This design comes from an exercise in tuning for small area, a short achievable clock period and few clock cycles per item on the open sky130 flow, not from production work. Where RTL was checked, it was by simulation tests only, not by an equivalence proof against the original. Power and IR drop assume default switching activity.

red:
==> flow/design.v (excerpt) <==
module texel_stream_to_bgra_decoder_core (
    input  logic        aclk,
    input  logic        aresetn,
    input  logic        cfg_wr_en,
    input  logic [2:0]  cfg_addr,
    input  logic [13:0] cfg_wdata,
    input  logic        s_valid,
    output logic        s_ready,
    input  logic [31:0] s_texel_word,
    output logic        m_valid,
    input  logic        m_ready,
    output logic [23:0] m_pixel_index,
    output logic [7:0]  m_blue,
    output logic [7:0]  m_green,
    output logic [7:0]  m_red,
    output logic [7:0]  m_alpha,
    output logic        m_image_end
);
==> flow/config.mk <==
export PLATFORM = sky130hd
export DESIGN_NAME = texel_stream_to_bgra_decoder_core
export DESIGN_NICKNAME = texel_stream_to_bgra_decoder_core
export VERILOG_FILES = /design/flow/design.v
export SDC_FILE = /design/flow/constraint.sdc
export NUM_CORES = 4
export LEC_CHECK = 0
export CAP_MARGIN = 20
export CORE_MARGIN = 2
export CORE_UTILIZATION = 65
export CTS_CLUSTER_DIAMETER = 100
export CTS_CLUSTER_SIZE = 30
export PLACE_DENSITY = 0.75
export SETUP_SLACK_MARGIN = 3.9
export SLEW_MARGIN = 20
==> flow/constraint.sdc <==
create_clock -name core_clock -period 6.5 [get_ports {aclk}]
set_input_delay 1.3000 -clock core_clock [delete_from_list [all_inputs] [get_ports {aclk}]]
set_output_delay 1.3000 -clock core_clock [all_outputs]
set_load 0.01 [all_outputs]
standard.sh (not shown) runs the stock make flow with config.mk's settings and CLKGATE_MAP_FILE= SYNTH_SCRIPT=/design/flow/synth_recipe.tcl, a recipe that flattens the netlist after the stock synthesis.
==> flow/flow/run.sh <==
#!/bin/bash
# Standard layout, with the port buffers inserted as buf_2 cells.
cp standard.sh standard_sh.log
cp config.mk config_mk.log
export BUFFER_PORTS_ARGS="-buffer_cell sky130_fd_sc_hd__buf_2"
bash standard.sh > standard.log 2>&1
Testbench counts of red, summed over its fixed seeds: cycles 210,454, pixels 165,777.
[inputs] blue vs red
Settings: a change of CTS_CLUSTER_SIZE from 30 to 24; a change of CTS_CLUSTER_DIAMETER from 100 to 80; a change of SETUP_SLACK_MARGIN from 3.9 to 3.8.
==> flow/flow/run.sh <==
#!/bin/bash
# Standard layout, with the port buffers inserted as buf_1 cells.
cp standard.sh standard_sh.log
cp config.mk config_mk.log
export BUFFER_PORTS_ARGS="-buffer_cell sky130_fd_sc_hd__buf_1"
bash standard.sh > standard.log 2>&1
blue vs. red: total routing usage reported by global routing held; reg2reg setup slack dropped 0.11 ns; count of non-filler cells in the finished layout dropped about 0.8%; time the worst path needs with I/O delays and setup climbed 0.099 ns.
Modified inputs, green compared to blue
Settings: CTS_CLUSTER_SIZE now 20, was 24; CTS_CLUSTER_DIAMETER now 60, was 80.
==> flow/flow/run.sh <==
#!/bin/bash
# Standard layout, with the port buffers inserted as buf_2 cells.
cp standard.sh standard_sh.log
cp config.mk config_mk.log
export BUFFER_PORTS_ARGS="-buffer_cell sky130_fd_sc_hd__buf_2"
bash standard.sh > standard.log 2>&1
### Flow results
- Reported for blue and green, count of flip-flops and latches turned out identical to the last digit.
- On clock period minus final worst setup slack, the higher figure sits with blue, not green.
- On final cell count, green tracks blue almost exactly.
Changes in orange relative to green:
Settings: CTS_CLUSTER_DIAMETER now 80, was 60; SETUP_SLACK_MARGIN now 3.9, was 3.8; CTS_CLUSTER_SIZE now 24, was 20.
## What came out
orange reached the final stage; the timing, DRC and antenna checks on its layout passed.
Number of buffers created by CTS: orange vs green down 2
Compared with green, in orange wire length did not really move, required arrival time at the worst endpoint did not really move, total non-filler cell area in the finished layout went up, detailed placement HPWL went up.
Between green and orange, the difference in total track usage is negligible.
Sort green and orange by utilization desc -> top: orange
Layout overhead on the synthesized area in orange is 1.1 points above green.
The inputs of purple differ from those of orange as listed below.
Settings: CORE_UTILIZATION: 65 -> 75; PLACE_DENSITY: 0.75 -> 0.85.
==> comparison <==
The longest individual stage delay on the worst path in purple sits 0.10 ns above the value recorded for orange. Compared with orange, purple instantiates a smaller number of cells. Between purple and orange, it is purple whose depth of the most critical reg-to-reg path is lower, by 1. Sort purple and orange by via count, descending, and purple comes first. orange and purple ended up with roughly the same final area. Cmp purple and orange / total wire length after detailed routing / higher: purple. Max met1 layer usage reported by global route across purple and orange: purple. purple — final total power 0.45% higher, orange as reference.


texel_stream_to_bgra_decoder_core again, from the RTL that the note above started with.
export LEC_CHECK = 0
export CAP_MARGIN = 20
export CORE_MARGIN = 2
export CORE_UTILIZATION = 65
export CTS_CLUSTER_DIAMETER = 80
export CTS_CLUSTER_SIZE = 24
export PLACE_DENSITY = 0.75
export SETUP_SLACK_MARGIN = 3.7
export SLEW_MARGIN = 20
create_clock -name core_clock -period 6.5 [get_ports {aclk}]
==> flow/flow/run.sh <==
#!/bin/bash
# Standard layout, with the port buffers inserted as buf_1 cells.
cp standard.sh standard_sh.log
cp config.mk config_mk.log
export BUFFER_PORTS_ARGS="-buffer_cell sky130_fd_sc_hd__buf_1"
bash standard.sh > standard.log 2>&1
The first run finished clean.
Testbench counts at the start, summed over its fixed seeds: cycles 210,454, pixels 165,777.
Rerun with:
SETUP_SLACK_MARGIN = 4.1   (was 3.7)
The changed run produced a clean layout.
Die area is unchanged.
First-iteration DRC count goes up by 65%.
Design area came out higher by 11%.
Core utilization is higher by 8.0 points.
Cell count came out higher by 3.7%.
Count of clock-buffer cells in the layout does not change.
Sequential power stays flat.
Sequential share of layout area drops by 3.7 points.
Wire length went up by 16%.
Register-to-register slack improves by 160 ps.
Non-clock buffer count rises by 50.
Rerun with:
==> flow/flow/run.sh (replaced) <==
#!/bin/bash
# Standard layout, with the port buffers inserted as buf_2 cells.
cp standard.sh standard_sh.log
cp config.mk config_mk.log
export BUFFER_PORTS_ARGS="-buffer_cell sky130_fd_sc_hd__buf_2"
bash standard.sh > standard.log 2>&1
CORE_UTILIZATION = 55   (was 65)
PLACE_DENSITY = 0.7   (was 0.75)
SETUP_SLACK_MARGIN = 3.8   (was 4.1)
Worst hold slack got worse by 12 ps; global-route usage decreases by 4.5 points; final area fell by 7.0%; combinational power decreases by about 27%; sequential power hardly moves; clock power came out higher by about 2%; via count falls by about 8%; synthesized cell count does not change; first-iteration DRC count came out lower by 41%; final cell count is unchanged.


## v20
Another version of the RTL of texel_stream_to_bgra_decoder_core (not shown whole).
Size in the first run: ~1200 cells after synthesis, roughly 110 I/O pins, about 11000 um^2 of cells after synthesis.
==> flow/design.v (excerpt) <==
module texel_stream_to_bgra_decoder_core (
    input  logic        aclk,
    input  logic        aresetn,
    input  logic        cfg_wr_en,
    input  logic [2:0]  cfg_addr,
    input  logic [13:0] cfg_wdata,
    input  logic        s_valid,
    output logic        s_ready,
    input  logic [31:0] s_texel_word,
    output logic        m_valid,
    input  logic        m_ready,
    output logic [23:0] m_pixel_index,
    output logic [7:0]  m_blue,
    output logic [7:0]  m_green,
    output logic [7:0]  m_red,
    output logic [7:0]  m_alpha,
    output logic        m_image_end
);
    logic [1:0]  fmt_reg;
    logic        tiled_reg;
    logic [11:0] wm1_reg;    
    logic [11:0] hm1_reg;    
    logic [12:0] pm1_reg;    
    logic [12:0] x_reg;
    logic [11:0] y_reg;
    logic [23:0] l_reg;
    logic [23:0] t_reg;
    logic        skid_v;
    logic [31:0] skid_word;
    logic        m_v;
    logic [23:0] m_idx;
    logic [7:0]  m_b, m_g, m_r, m_a;
    logic        m_end;
    logic        cfg_hit, acc, out_free, keep, endp, adv, load_out;
    logic        lend, lwrap, cend, rend, tcend, trend;
    logic [23:0] l_plus_w;
    logic [31:0] src_word;
  ...
make LEC_CHECK=0 CAP_MARGIN=20 CORE_MARGIN=2 CORE_UTILIZATION=40 SLEW_MARGIN=20 finish   # period 6.5 ns
run.sh (not shown) runs the stock make flow with config.mk's settings and CLKGATE_MAP_FILE= SYNTH_SCRIPT=/design/flow/synth_recipe.tcl, a recipe that flattens the netlist after the stock synthesis.
Stock flow here: none of the scripts above is used.
Having completed the whole flow, v20 delivered a layout that passed the timing, DRC and antenna checks.
Testbench counts of v20, summed over its fixed seeds: cycles 210,358, pixels 165,777.
The inputs of v57 differ from those of v20 as listed below.
Settings: SETUP_SLACK_MARGIN: unset -> 3.5.
v57: no failed stages, no open violations at the end. Internal cell power: v57 > v20. Final cell count: v57 > v20. | longest individual stage delay on the worst path | lower: v57 |. Fraction of power consumed by combinational cells: lower on v20. v57 reports a higher multi-input gate area in the final layout than v20 does. Summary of v57 over v20: buffering stage count on the worst path with inverters included +1, instance area after placement ~0 delta, footprint of the flip-flops and latches +28 um^2. v20 reports its worst setup path startpoint as wm1_reg[10]$_SDFFE_PN0P_ while v57 reports cfg_wdata[3].
What v14 does differently from v57 at the input level:
Settings: a change of SETUP_SLACK_MARGIN from 3.5 to 4.2.
Notes after the runs:
- The capture point of the worst path comes out wm1_reg[1]$_SDFFE_PN0P_ in one run and hm1_reg[10]$_SDFFE_PN0P_ in the other, namely in v14 and v57 respectively.
- v57 tops out at a lower clock frequency than v14.
- Summary of the comparison: final net count is higher in v14, relative to v57.
- Relative slew slack in v14 is 2.0 points higher than in v57
- Between v14 and v57, the clock skew figures differ only marginally.
- Number of cells on the critical path (v14 over v57): decrease, 1
- Compared with v57, v14 shows a worst reg-to-reg path cell count that is 4 higher.
- Routed wire length went up by more than 10% going from v57 to v14.
- Layout cell share with drive strength beyond 1: lower on v57
- Per the comparison of v14 with v57, layout-stage area growth over the synthesis result now sits higher, combinational fraction of design power rose 5.2 points, area of all placed cells without fillers saw an increase.


texel_stream_to_bgra_decoder_core, a different RTL version from the one above (not shown whole).
For scale: about 1100 cells after synthesis, ~220 flip-flops, ~110 I/O pins, ~10000 um2 of cells after synthesis.
==> flow/config.mk <==
export PLATFORM = sky130hd
export DESIGN_NAME = texel_stream_to_bgra_decoder_core
export DESIGN_NICKNAME = texel_stream_to_bgra_decoder_core
export VERILOG_FILES = /design/flow/design.v
export SDC_FILE = /design/flow/constraint.sdc
export NUM_CORES = 4
export LEC_CHECK = 0
export CAP_MARGIN = 20
export CORE_MARGIN = 2
export CORE_UTILIZATION = 65
export CTS_CLUSTER_DIAMETER = 80
export CTS_CLUSTER_SIZE = 24
export PLACE_DENSITY = 0.75
export SETUP_SLACK_MARGIN = 3.9
export SLEW_MARGIN = 20
==> flow/constraint.sdc <==
create_clock -name core_clock -period 6.5 [get_ports {aclk}]
set_input_delay 1.3000 -clock core_clock [delete_from_list [all_inputs] [get_ports {aclk}]]
set_output_delay 1.3000 -clock core_clock [all_outputs]
set_load 0.01 [all_outputs]
standard.sh (not shown) runs the stock make flow with config.mk's settings and CLKGATE_MAP_FILE= SYNTH_SCRIPT=/design/flow/synth_recipe.tcl, a recipe that flattens the netlist after the stock synthesis.
==> flow/flow/run.sh <==
#!/bin/bash
# Standard layout, with the port buffers inserted as buf_2 cells.
cp standard.sh standard_sh.log
cp config.mk config_mk.log
export BUFFER_PORTS_ARGS="-buffer_cell sky130_fd_sc_hd__buf_2"
bash standard.sh > standard.log 2>&1
Then changed:
--- a/flow/config.mk
+++ b/flow/config.mk
@@ -12,4 +12,4 @@
 export CTS_CLUSTER_SIZE = 24
 export PLACE_DENSITY = 0.75
-export SETUP_SLACK_MARGIN = 3.9
+export SETUP_SLACK_MARGIN = 3.8
 export SLEW_MARGIN = 20
Flip-flop and latch count does not change.
Register-to-register slack barely changes.
Cell area shrinks by 3.9%.
Count of clock-buffer cells in the layout shrinks by 2.
Power shrinks by 2.8%.
Routed wire length shrinks by 3.3%.
No run of this note included a check of the RTL's function; only the layout flow was run.


run A:
Another version of the RTL of texel_stream_to_bgra_decoder_core (not shown whole).
Size: roughly 1,200 cells after synthesis, roughly 210 flip-flops, roughly 110 I/O pins, ~11,000 µm² of cells after synthesis.
==> flow/design.v (excerpt) <==
module texel_stream_to_bgra_decoder_core (
    input  logic        aclk,
    input  logic        aresetn,
    input  logic        cfg_wr_en,
    input  logic [2:0]  cfg_addr,
    input  logic [13:0] cfg_wdata,
    input  logic        s_valid,
    output logic        s_ready,
    input  logic [31:0] s_texel_word,
    output logic        m_valid,
    input  logic        m_ready,
    output logic [23:0] m_pixel_index,
    output logic [7:0]  m_blue,
    output logic [7:0]  m_green,
    output logic [7:0]  m_red,
    output logic [7:0]  m_alpha,
    output logic        m_image_end
);
clock: 6.5 ns
lec_check: 0
cap_margin: 0
core_margin: 2
core_utilization: 65
cts_cluster_diameter: 80
cts_cluster_size: 24
place_density: 0.75
setup_slack_margin: 3.7
slew_margin: 0
tns_end_percent: 10
Scripts as last shown in full above: flow/flow/run.sh
Testbench counts of run A, summed over its fixed seeds: cycles 210,358, pixels 165,777.
> inputs changed (run A -> run B)
# run A
export LEC_CHECK = 0
export CAP_MARGIN = 0
export CORE_MARGIN = 2
export CORE_UTILIZATION = 65
export CTS_CLUSTER_DIAMETER = 80
export CTS_CLUSTER_SIZE = 24
export PLACE_DENSITY = 0.75
export SETUP_SLACK_MARGIN = 3.7
export SLEW_MARGIN = 0
export TNS_END_PERCENT = 10
create_clock -name core_clock -period 6.5 [get_ports {aclk}]
# run B
export LEC_CHECK = 0
export CAP_MARGIN = 20
export CORE_MARGIN = 2
export CORE_UTILIZATION = 40
export CTS_CLUSTER_DIAMETER = 80
export CTS_CLUSTER_SIZE = 24
export SETUP_SLACK_MARGIN = 4.0
export SLEW_MARGIN = 20
create_clock -name core_clock -period 6.5 [get_ports {aclk}]
==> flow/run.sh (new file) <==
#!/bin/bash
# synth_recipe.tcl (not shown) runs the flow's synth.tcl, then flattens the netlist and writes it again
# the make line also repeats each setting of config.mk as NAME=value (left out here)
make -C /OpenROAD-flow-scripts/flow DESIGN_CONFIG=/design/flow/config.mk WORK_HOME=/design/flow/orfs CLKGATE_MAP_FILE= SYNTH_SCRIPT=/design/flow/synth_recipe.tcl finish
removed: flow/flow/run.sh
removed: flow/standard.sh
--- outcome ---
Compared with run A, run B shows a lower starting utilization of the core area. Post-layout utilization of the core: run A and run B compared, higher one is run A. Going from run A to run B, post-route non-filler standard cell count grew by more than 10%. Relative to run A, run B improves worst-case setup margin in the final layout. Re number of signal-net buffers in the layout: run B is about 35% up on run A. Diff run B..run A | count of flip-flops with a built-in enable after synthesis | unchanged. Total internal power: run A and run B compared, lower one is run A. For the routed wire length, run B came in about 13% higher than run A did. Between run A and run B, the area of all placed cells without fillers is lower for run A.
Relative to run B, the following input files were edited for run C:
# run B
export LEC_CHECK = 0
export CAP_MARGIN = 20
export CORE_MARGIN = 2
export CORE_UTILIZATION = 40
export CTS_CLUSTER_DIAMETER = 80
export CTS_CLUSTER_SIZE = 24
export SETUP_SLACK_MARGIN = 4.0
export SLEW_MARGIN = 20
create_clock -name core_clock -period 6.5 [get_ports {aclk}]
# run C
export LEC_CHECK = 0
export CAP_MARGIN = 20
export CORE_MARGIN = 2
export CORE_UTILIZATION = 40
export CTS_CLUSTER_DIAMETER = 80
export CTS_CLUSTER_SIZE = 24
export SETUP_SLACK_MARGIN = 4.4
export SLEW_MARGIN = 20
create_clock -name core_clock -period 6.5 [get_ports {aclk}]
==> flow/flow/run.sh (new file) <==
#!/bin/bash
# Standard layout, with the port buffers inserted as buf_2 cells.
cp standard.sh standard_sh.log
cp config.mk config_mk.log
export BUFFER_PORTS_ARGS="-buffer_cell sky130_fd_sc_hd__buf_2"
bash standard.sh > standard.log 2>&1
==> flow/standard.sh (new file) <==
#!/bin/bash
# synth_recipe.tcl (not shown) runs the flow's synth.tcl, then flattens the netlist and writes it again
# the make line also repeats each setting of config.mk as NAME=value (left out here)
make -C /OpenROAD-flow-scripts/flow DESIGN_CONFIG=/design/flow/config.mk WORK_HOME=/design/flow/orfs CLKGATE_MAP_FILE= SYNTH_SCRIPT=/design/flow/synth_recipe.tcl "${@:-finish}"
removed: flow/run.sh
Findings:
The critical path buffer and inverter count reported for run C is smaller than that of run B by 1.
[run C] number of non-clock buffers rose 104 relative to run B
In run C, hold slack is higher than in run B.
Run C vs run B: power up by a little under 10%
Run C against run B; pin count of the biggest net entering global routing is down by a few percent.
Looking at first-iteration DRC count, run C sits above run B.
Proportion of cell area occupied by multi-input gates in run C is 1.1 points above run B.
Relative to run B, run C degrades global-route wire length before repair.
The final critical path time including I/O delays and setup was comparable across run C and run B.
On fraction of the cycle the final worst path needs, run B tracks run C almost exactly.
#### Input delta (run D over run C)
# run C
export LEC_CHECK = 0
export CAP_MARGIN = 20
export CORE_MARGIN = 2
export CORE_UTILIZATION = 40
export CTS_CLUSTER_DIAMETER = 80
export CTS_CLUSTER_SIZE = 24
export SETUP_SLACK_MARGIN = 4.4
export SLEW_MARGIN = 20
create_clock -name core_clock -period 6.5 [get_ports {aclk}]
# run D
export LEC_CHECK = 0
export CAP_MARGIN = 20
export CORE_MARGIN = 2
export CORE_UTILIZATION = 65
export CTS_CLUSTER_DIAMETER = 80
export CTS_CLUSTER_SIZE = 24
export PLACE_DENSITY = 0.75
export SETUP_SLACK_MARGIN = 4.0
export SLEW_MARGIN = 20
create_clock -name core_clock -period 6.5 [get_ports {aclk}]
==> comparison <==
Compared with run C, total via count in the routed design in run D decreased by a few percent. In the reports for run C and run D, the smaller vertical die dimension belongs to run D. Run D: cell count after placement lower than run C. The final layouts of run C and run D pass the timing, DRC and antenna checks. Run D against run C: depth of the worst register-to-register path saw a decrease, post-route worst setup slack went up 18 ps.

## afterwards: timing with drivers on the ports
The flow's constraints put no driver on any port. The routed layouts listed below were extracted and timed again, unchanged, in two steps. Step 1 (the two cells are an assumption about what drives the block):
set clk [get_ports {aclk}]
set_driving_cell -lib_cell sky130_fd_sc_hd__clkbuf_16 $clk
set_driving_cell -lib_cell sky130_fd_sc_hd__buf_2 [delete_from_list [all_inputs] $clk]
Step 2 times the ports against the registers' clock, not the clock port: input delays grow and output delays shrink by t, the midpoint of the rising clock arrivals with the driver on. Three values: ideal ports, drivers, drivers and shift; two values: the first two.
run	shift t [ns]	setup slack, ns	hold WS [ns]
red	0.506	3.943 / 3.955 / 3.452	0.462 / 0.462 / 0.462
blue	0.518	3.844 / 3.844 / 3.376	0.454 / 0.454 / 0.454
green	0.524	3.860 / 3.862 / 3.353	0.458 / 0.458 / 0.458
orange	0.510	3.935 / 3.952 / 3.441	0.457 / 0.457 / 0.457
purple	0.500	3.827 / 3.835 / 3.335	0.462 / 0.462 / 0.462
the first run of note 2	0.510	3.792 / 3.813 / 3.303	0.448 / 0.448 / 0.448
the second run of note 2	0.518	3.985 / 3.985 / 3.511	0.469 / 0.469 / 0.469
the third run of note 2	0.522	3.909 / 3.909 / 3.426	0.457 / 0.457 / 0.457
v20	0.563	2.638 / 2.638 / 2.265	0.450 / 0.450 / 0.450
v57	0.568	3.494 / 3.507 / 2.939	0.455 / 0.455 / 0.455
v14	0.568	3.523 / 3.534 / 2.966	0.453 / 0.453 / 0.453
the first run of note 4	0.508	3.771 / 3.771 / 3.268	0.465 / 0.465 / 0.465
the second run of note 4	0.518	3.758 / 3.758 / 3.330	0.459 / 0.459 / 0.459
run A	0.520	3.689 / 3.689 / 3.258	0.462 / 0.462 / 0.462
run B	0.524	3.886 / 3.892 / 3.368	0.461 / 0.461 / 0.461
run C	0.532	3.885 / 3.896 / 3.364	0.471 / 0.471 / 0.471
run D	0.518	3.902 / 3.913 / 3.395	0.471 / 0.471 / 0.471
After both steps setup and hold are still met in every run listed. For v14, which loses most, drivers alone change the setup slack by +0.011 ns; drivers and shift together by -0.557 ns.
